This is an optimization exercise on Yosys and OpenROAD, whose aim is small area, a short achievable clock period and few clock cycles per item, not a production implementation.
In this exercise RTL edits were held to simulation tests only and were not proved equivalent to the original.
Power figures rest on the tool's default switching activity, not on a simulated workload.

==> flow/design.v <==
package cepq_pkg;
    localparam logic ACT_PUSH = 1'b0;
    localparam logic ACT_POP  = 1'b1;
    localparam logic [2:0] ST_INSERTED  = 3'd0;
    localparam logic [2:0] ST_COALESCED = 3'd1;
    localparam logic [2:0] ST_DROPPED   = 3'd2;
    localparam logic [2:0] ST_POPPED    = 3'd3;
    localparam logic [2:0] ST_EMPTY     = 3'd4;
    typedef struct packed {
        logic        action;
        logic [2:0]  priority_req;
        logic [2:0]  msg_type;
        logic [15:0] item_id;
    } t_req;
    typedef struct packed {
        logic [2:0]  status;
        logic [2:0]  out_priority;
        logic [2:0]  out_type;
        logic [15:0] out_item_id;
        logic [4:0]  occupancy;
        logic        stay_awake;
    } t_rsp;
    typedef struct packed {
        logic [2:0]  prio;
        logic [2:0]  msg_type;
        logic [15:0] item_id;
    } t_entry;
    typedef struct packed {
        logic   insert;
        logic   pop;
        t_entry entry;
    } t_cell_ctrl;
    function automatic logic prio_gt(input logic [2:0] a, input logic [2:0] b);
        prio_gt = (a[2] & ~b[2])
                | (~(a[2] ^ b[2]) & ((a[1] & ~b[1]) | (~(a[1] ^ b[1]) & a[0] & ~b[0])));
    endfunction
endpackage
module cepq_cell (
    input  logic                   i_clk,
    input  logic                   i_take_hold,
    input  logic                   i_take_right,
    input  logic                   i_take_left,
    input  logic                   i_take_new,
    input  cepq_pkg::t_entry       i_left_entry,
    input  cepq_pkg::t_entry       i_right_entry,
    input  cepq_pkg::t_entry       i_new_entry,
    input  cepq_pkg::t_entry       i_cmp_entry,
    output cepq_pkg::t_entry       o_entry,
    output logic                   o_eq,
    output logic                   o_gt
);
    cepq_pkg::t_entry r_entry;
    assign o_entry = r_entry;
    assign o_eq    = (r_entry == i_cmp_entry);
    assign o_gt    = cepq_pkg::prio_gt(r_entry.prio, i_cmp_entry.prio);
    always_ff @(posedge i_clk) begin
        r_entry <= ({22{i_take_hold}}  & r_entry)
                 | ({22{i_take_right}} & i_right_entry)
                 | ({22{i_take_left}}  & i_left_entry)
                 | ({22{i_take_new}}   & i_new_entry);
    end
endmodule
module coalescing_priority_event_queue #(
    parameter int QUEUE_DEPTH = 16
) (
    input  logic              i_clk,
    input  logic              i_rst_n,
    input  logic              i_req_valid,
    output logic              o_req_stall,
    input  logic [22:0]       i_req,
    output logic              o_rsp_valid,
    input  logic              i_rsp_stall,
    output logic [30:0]       o_rsp
);
    localparam int N  = QUEUE_DEPTH;
    localparam int CW = $clog2(QUEUE_DEPTH + 1);
    logic                 r_a_valid;
    cepq_pkg::t_req       r_a;
    cepq_pkg::t_entry     w_a_entry;
    logic [CW-1:0]        r_cnt;
    logic                 r_awake;
    logic                 r_q_valid;
    logic                 r_q_ins;       
    logic                 r_q_pop;       
    logic [N-1:0]         r_q_ge;        
    cepq_pkg::t_entry     r_q_entry;     
    logic [2:0]           r_q_status;
    logic w_q_free, w_a_free, w_a_move;
    assign w_q_free    = !r_q_valid || !i_rsp_stall;
    assign w_a_free    = !r_a_valid || w_q_free;
    assign w_a_move    = r_a_valid && w_q_free;
    assign o_req_stall = !w_a_free;
    assign w_a_entry.prio     = r_a.priority_req;
    assign w_a_entry.msg_type = r_a.msg_type;
    assign w_a_entry.item_id  = r_a.item_id;
    logic [21:0]      w_entry [N];
    logic [N-1:0]     w_eq, w_gt;
    for (genvar g = 0; g < N; g++) begin : g_cell
        logic [21:0] w_left, w_right;
        logic        w_take_left, w_take_new;
        if (g == 0) begin : g_head
            assign w_left      = '0;
            assign w_take_left = 1'b0;
            assign w_take_new  = r_q_ins && r_q_ge[0];
        end else begin : g_mid
            assign w_left      = w_entry[g-1];
            assign w_take_left = r_q_ins && r_q_ge[g-1];
            assign w_take_new  = r_q_ins && r_q_ge[g] && !r_q_ge[g-1];
        end
        if (g == N - 1) begin : g_tail
            assign w_right = '0;
        end else begin : g_body
            assign w_right = w_entry[g+1];
        end
        cepq_cell u_cell (
            .i_clk         (i_clk),
            .i_take_hold   (!r_q_pop && !(r_q_ins && r_q_ge[g])),
            .i_take_right  (r_q_pop),
            .i_take_left   (w_take_left),
            .i_take_new    (w_take_new),
            .i_left_entry  (w_left),
            .i_right_entry (w_right),
            .i_new_entry   (r_q_entry),
            .i_cmp_entry   (w_a_entry),
            .o_entry       (w_entry[g]),
            .o_eq          (w_eq[g]),
            .o_gt          (w_gt[g])
        );
    end
    logic         w_eq_q, w_gt_q;
    logic [N-1:0] w_live, w_gtn, w_ge;
    logic         w_dup, w_full, w_empty, w_push, w_ins, w_pop;
    logic [2:0]   w_status;
    logic [CW-1:0] w_cnt_n, w_cnt_inc, w_cnt_dec;
    logic         w_awake_n;
    cepq_pkg::t_entry w_head;
    assign w_eq_q = (r_q_entry == w_a_entry);
    assign w_gt_q = cepq_pkg::prio_gt(r_q_entry.prio, w_a_entry.prio);
    always_comb begin
        for (int g = 0; g < N; g++) begin
            if (r_q_pop) begin
                w_live[g] = (g >= 1) && (CW'(g) <= r_cnt);
                w_gtn[g]  = (g < N-1) ? w_gt[(g < N-1) ? g+1 : 0] : 1'b0;
            end else if (r_q_ins) begin
                w_live[g] = (CW'(g + 1) < r_cnt);
                if (!r_q_ge[g])
                    w_gtn[g] = w_gt[g];
                else if (g == 0 || !r_q_ge[(g >= 1) ? g-1 : 0])
                    w_gtn[g] = w_gt_q;
                else
                    w_gtn[g] = w_gt[(g >= 1) ? g-1 : 0];
            end else begin
                w_live[g] = (CW'(g) < r_cnt);
                w_gtn[g]  = w_gt[g];
            end
            w_ge[g] = w_gtn[g] || !(CW'(g) < r_cnt);
        end
    end
    always_comb begin
        if (r_q_pop)                  w_head = w_entry[1];
        else if (r_q_ins && r_q_ge[0]) w_head = r_q_entry;
        else                          w_head = w_entry[0];
    end
    assign w_dup     = |(w_eq & w_live) || (r_q_ins && w_eq_q);
    assign w_full    = (r_cnt == CW'(N));
    assign w_empty   = (r_cnt == '0);
    assign w_push    = (r_a.action == cepq_pkg::ACT_PUSH);
    assign w_ins     = w_push && !w_dup && !w_full;
    assign w_pop     = !w_push && !w_empty;
    assign w_cnt_inc = r_cnt + CW'(1);
    assign w_cnt_dec = r_cnt - CW'(1);
    always_comb begin
        if (w_push) begin
            if (w_dup)       w_status = cepq_pkg::ST_COALESCED;
            else if (w_full) w_status = cepq_pkg::ST_DROPPED;
            else             w_status = cepq_pkg::ST_INSERTED;
        end else begin
            if (w_empty)     w_status = cepq_pkg::ST_EMPTY;
            else             w_status = cepq_pkg::ST_POPPED;
        end
        if (w_ins)      w_cnt_n = w_cnt_inc;
        else if (w_pop) w_cnt_n = w_cnt_dec;
        else            w_cnt_n = r_cnt;
        if (w_push)       w_awake_n = 1'b1;
        else if (w_empty) w_awake_n = 1'b0;
        else              w_awake_n = r_awake;
    end
    always_ff @(posedge i_clk) begin
        if (!i_rst_n) begin
            r_a_valid <= 1'b0;
            r_q_valid <= 1'b0;
            r_q_ins   <= 1'b0;
            r_q_pop   <= 1'b0;
            r_cnt     <= '0;
            r_awake   <= 1'b0;
        end else begin
            if (w_a_free) r_a_valid <= i_req_valid;
            if (w_q_free) r_q_valid <= r_a_valid;
            r_q_ins <= w_a_move && w_ins;
            r_q_pop <= w_a_move && w_pop;
            if (w_a_move) begin
                r_cnt   <= w_cnt_n;
                r_awake <= w_awake_n;
            end
        end
    end
    always_ff @(posedge i_clk) begin
        if (w_a_free) r_a <= i_req;
        r_q_ge <= w_ge;
        if (w_q_free) begin
            r_q_entry  <= w_push ? w_a_entry : w_head;
            r_q_status <= w_status;
        end
    end
    logic w_popst;
    assign w_popst = (r_q_status == cepq_pkg::ST_POPPED);
    assign o_rsp_valid = r_q_valid;
    assign o_rsp       = {r_q_status, r_q_entry & {22{w_popst}}, 5'(r_cnt), r_awake};
endmodule
==> flow/run.sh <==
#!/bin/bash
# synth_recipe.tcl (not shown) runs the flow's synth.tcl, then flattens the netlist and writes it again
# the make line also repeats each setting of config.mk as NAME=value (left out here)
make -C /OpenROAD-flow-scripts/flow DESIGN_CONFIG=/design/flow/config.mk WORK_HOME=/design/flow/orfs CLKGATE_MAP_FILE= SYNTH_SCRIPT=/design/flow/synth_recipe.tcl finish
==> flow/config.mk <==
export PLATFORM = sky130hd
export DESIGN_NAME = coalescing_priority_event_queue
export DESIGN_NICKNAME = coalescing_priority_event_queue
export VERILOG_FILES = /design/flow/design.v
export SDC_FILE = /design/flow/constraint.sdc
export NUM_CORES = 4
export LEC_CHECK = 0
export CAP_MARGIN = 20
export CORE_MARGIN = 2
export CORE_UTILIZATION = 40
export SETUP_SLACK_MARGIN = 1.6
export SLEW_MARGIN = 20
==> flow/constraint.sdc <==
create_clock -name core_clock -period 3.6 [get_ports {i_clk}]
set_input_delay 0.7200 -clock core_clock [delete_from_list [all_inputs] [get_ports {i_clk}]]
set_output_delay 0.7200 -clock core_clock [all_outputs]
set_load 0.01 [all_outputs]
==> summary.md <==
| Metric | Value |
|---|---|
| Final Hold Slack | 480 ps |
| Grt ovf | 0 |
| Reg clk slew, reported paths | 60 ps |
| YS warnings | 3 |
| Pwr Density | 764 nW/um^2 |
| Post-DP Area | 25600 um^2 |
| Status | no timing/DRC/antenna violations |
| Crit path kind | reg2reg |
| Cell repeated most along the worst path | buf_4 |
| Post-synthesis xor/xnor area fraction | 12.3% |
| Syn Std Cell Area | 24200 um^2 |
| Met3 usage | 6.29% |
| Post-synth EDFFs | 48 |
| Pleak | 11.3 nW |
| Critical Path Start | r_a[18] |
| Die ar. | 62400 um^2 |
| Netlist cell types | 66 |
| Syn nets | 2986 |
| Met2 Usage GRT | 49.7% |
| TritonCTS Buffers | 48 |
| Design Area, Final | 29100 um^2 |
| Post-synth ARST share | 0% |
| First-pass DRT Iterations | 9 |
| Final wirelength | 104000 um |
| Drt initial violations | 3378 |
| Slew HR | 27.0% |
| Flop-to-flop setup slack | 620 ps |
| H-tree Lvls | 2 |
| Root Buffer | clkbuf_16 |
| Final Setup Violations | 0 |
| Flops & latches, synth | 426 |
| Initial antenna violation count | 1 |
| Worst Hold Class | reg2reg |
| Core region area | 60000 um^2 |
| Share of post-route cells with drive strength above 1 | 15.5% |
| Max incr delay on CP | 630 ps |
| Adder-cell share of the synthesized area | 2.02% |
| Hold Fails Final Rpt | 0 |
| Sequential element share of the synthesized area | 37.3% |
| Fraction of the mapped netlist area in simple logic gates | 17.5% |
| Synth Instances | 2920 |
| R2r worst-path depth | 11 |
| Max Fclk | 336 MHz |
| Startpoint Class | flip-flop |
| Reg-to-Reg End | r_cnt[3] |
| Final min period | 2980 ps |
| Fin crit share | 82.8% |
| Number of diodes | 0 |
| Synth area leaders | dfxtp_1, nand2_1, a221o_1, xor2_1, edfxtp_1 |
| Clk Latency, worst-skew pair | 610 ps |
| CP Capture Type | flip-flop |
| Mux contribution to synthesized area | 1.43% |
| Syn Area/Cell | 8.27 um^2 |
| Vias in the first global route | 23.2k |
| Final GP Congestion | 0.938 |
| Met1 Usage GRT | 40.3% |
| Fin Clk Skew | 21.2 ps |
| Clock sink count | 426 |
| Routed WL per cell | 27.8 um |
| DP HPWL | 65500 um |
| Compound-Gate Fraction of Synth Area | 23.8% |
| Post-synth top area share | 31.3% |
| Cell with the most instances after synthesis | nand2_1 |
| Vias post-DR | 24.2k |
| Post-synth top area cell | dfxtp_1 |
| Largest net degree at the start of global routing | 135 |
| Nets | 2987 |
| Worst slew pin tran | 1100 ps |
| Busiest layer in global routing | met2 |
| Arr. time, crit path | 3480 ps |
| Most used DFF post-synth | dfxtp_1 |
| Max-Cap Viols | 0 |
| Antenna-violating nets left | 0 |
| Post-Route Setup TNS | 0 ps |
| Vias per cell | 6.47 |
| Maximum clock insertion buffer count | 3 |
| Largest family of logic cells by synthesized area | compound AO/OA/AOI/OAI gates |
| RSZ-0062 raised after global routing | yes |
| CP required | 4100 ps |
| Synth-to-Final Area Change | 20.4% |
| Reg-to-Reg Start | r_a[18] |
| Die width | 250 um |
| Top cells by count, synth | nand2_1, dfxtp_1, o21ai_0 |
| Slowest-stage cell, CP | nor4_1 |
| CTS tree | built |
| Detailed-route DRC error count | 0 |
| Maximum fanout along the worst path | 6 |
| Hold buffers post-CTS | 0 |
| Height of the die | 250 um |
| Crit-path cells | buf_4, xnor2_1, nand4_1, nor4_1, a22oi_1, o311ai_2, nor3_4, nand2_2, buf_4, a21oi_4, o221a_2 |
| Slew Limit Fails | 0 |
| I/O pin count | 60 |
| Max VDD drop | 0.409 mV |
| Total GRT Usage | 31.7% |
| Crit path capture | r_cnt[3] |
| Row count | 90 |
| First-pass GRT wire length | 151000 um |
| Initial Util | 40.2% |
| Port bufs | 59 |
## layout make-up
type,instances,area (um^2)
clock inverter,14,135
sequential,426,9030
fill,5711,30900
multi-input combinational,2170,14700
tap,782,978
inverter,35,139
clock buffer,74,1460
timing repair buffer,240,2620
## cells in the final DEF (no fill, tap or decap), types with 52 or more instances in the layout
cell,count
nand2_1,705
dfxtp_1,370
o21ai_0,259
a221o_1,247
xor2_1,187
xnor2_1,150
buf_4,121
a222oi_1,83
nor2_1,63
a21oi_1,59
clkbuf_16,53
nand4_1,52
## timing repair
| action | 4_1_cts | 5_1_grt |
|---|---|---|
| resized for setup | 285 | 100 |
| buffers inserted | 48 | 26 |
| cloned | 8 | 2 |
| endpoints found under the setup margin | 284 | 147 |
| pin swaps | 42 | 40 |
## power breakdown
| group | leakage, nW | internal (mW) | switching, mW | total, mW |
|---|---|---|---|---|
| combinational | 6.86 | 3.45 | 3.80 | 7.25 |
| sequential | 3.61 | 6.69 | 3.19 | 9.88 |
| clock | 0.785 | 2.93 | 2.16 | 5.09 |
## sequential cells by signal (all words and copies together), names as in the netlist
register	flops
r_awake	1
r_q_ge	16
r_a	23
r_cnt	5
g_cell.u_cell.r_entry	352
r_q_status	3
r_q_valid	1
r_q_pop	1
r_q_ins	1
r_a_valid	1
r_q_entry	22
## through the flow
| stage | utilization (%) | power [mW] | std cells | setup WS (ps) |
|---|---|---|---|---|
| 3_3_place_gp | 42.6 | 16.0 | 3569 | 345 |
| 3_5_place_dp | 42.6 | 16.2 | 3569 | 220 |
| 5_1_grt | 48.5 | 23.1 | 3741 | 579 |
| 6_report | 48.5 | 22.2 | 3741 | 621 |
| 2_1_floorplan | - | 13.2 | 2920 | 981 |
| 4_1_cts | 47.2 | 21.6 | 3713 | 774 |
## kinds of logic after synthesis
group | count (synthesis)
muxes | 34
AOI/OAI and AO/OA | 767
adders and majority gates | 39
DFF | 426
and+or+nand+nor | 989
xor gates and xnor gates | 340
buffers and inverters | 325
## worst min-delay path by stage
| stage | start | endpoint | slack, ps | cells after the start |
|---|---|---|---|---|
| floorplan | g_cell[0].u_cell.r_entry[20] | g_cell[0].u_cell.r_entry[20] | 450 | 2 |
| global placement | g_cell[0].u_cell.r_entry[10] | g_cell[0].u_cell.r_entry[10] | 470 | 2 |
| detailed placement | r_awake | r_awake | 480 | 2 |
| CTS | g_cell[0].u_cell.r_entry[1] | g_cell[0].u_cell.r_entry[1] | 490 | 2 |
| global route | g_cell[0].u_cell.r_entry[13] | g_cell[0].u_cell.r_entry[13] | 510 | 2 |
| finish | r_awake | r_awake | 480 | 2 |
## layer usage
layer / up-vias / share of wire, %
met4: 2 / 6.5
li1: 10600 / -
met3: 393 / 10
met5: - / 0.0087
met2: 1655 / 44
met1: 11600 / 39
## worst max-delay path, delay by kind of cell, from the launching register on
kind / cells / cell delay, ps
DFF: 1 / 460
and+or+nand+nor: 4 / 1020
AOI/OAI and AO/OA: 4 / 740
xor gates and xnor gates: 1 / 310
buffers and inverters: 2 / 340
Testbench counts, summed over its fixed seeds: cycles 32,016, requests 32,000.

separate check: timing with driven ports:
How much do the figures lean on ideal ports? The routed layout below was timed once more, with nothing changed but the port constraints. Step 1: set_driving_cell puts a clkbuf_16 on i_clk and a buf_2 on each other input, an assumption about the parent block. Step 2 adds t to the input delays and takes it off the output delays; t is the mean of the earliest and latest rising clock arrival at the registers after step 1. Input paths then give back, and output paths get back, about the clock's delay inside the block. a / b / c = ideal / step 1 / step 2; a / b = the first two.
t, ns: 0.660
setup WS [ns]: 0.621 / 0.621 / 0.621
latest minus earliest clock arrival (ns): 0.023 / 0.024
worst register clock-pin slew, ns: 0.07 / 0.07
worst data-port slew with drivers (ns): 0.05
After both steps setup and hold are still met in this run. The setup slack of this run moves by 0.000 ns with the drivers and by 0.000 ns with both steps.
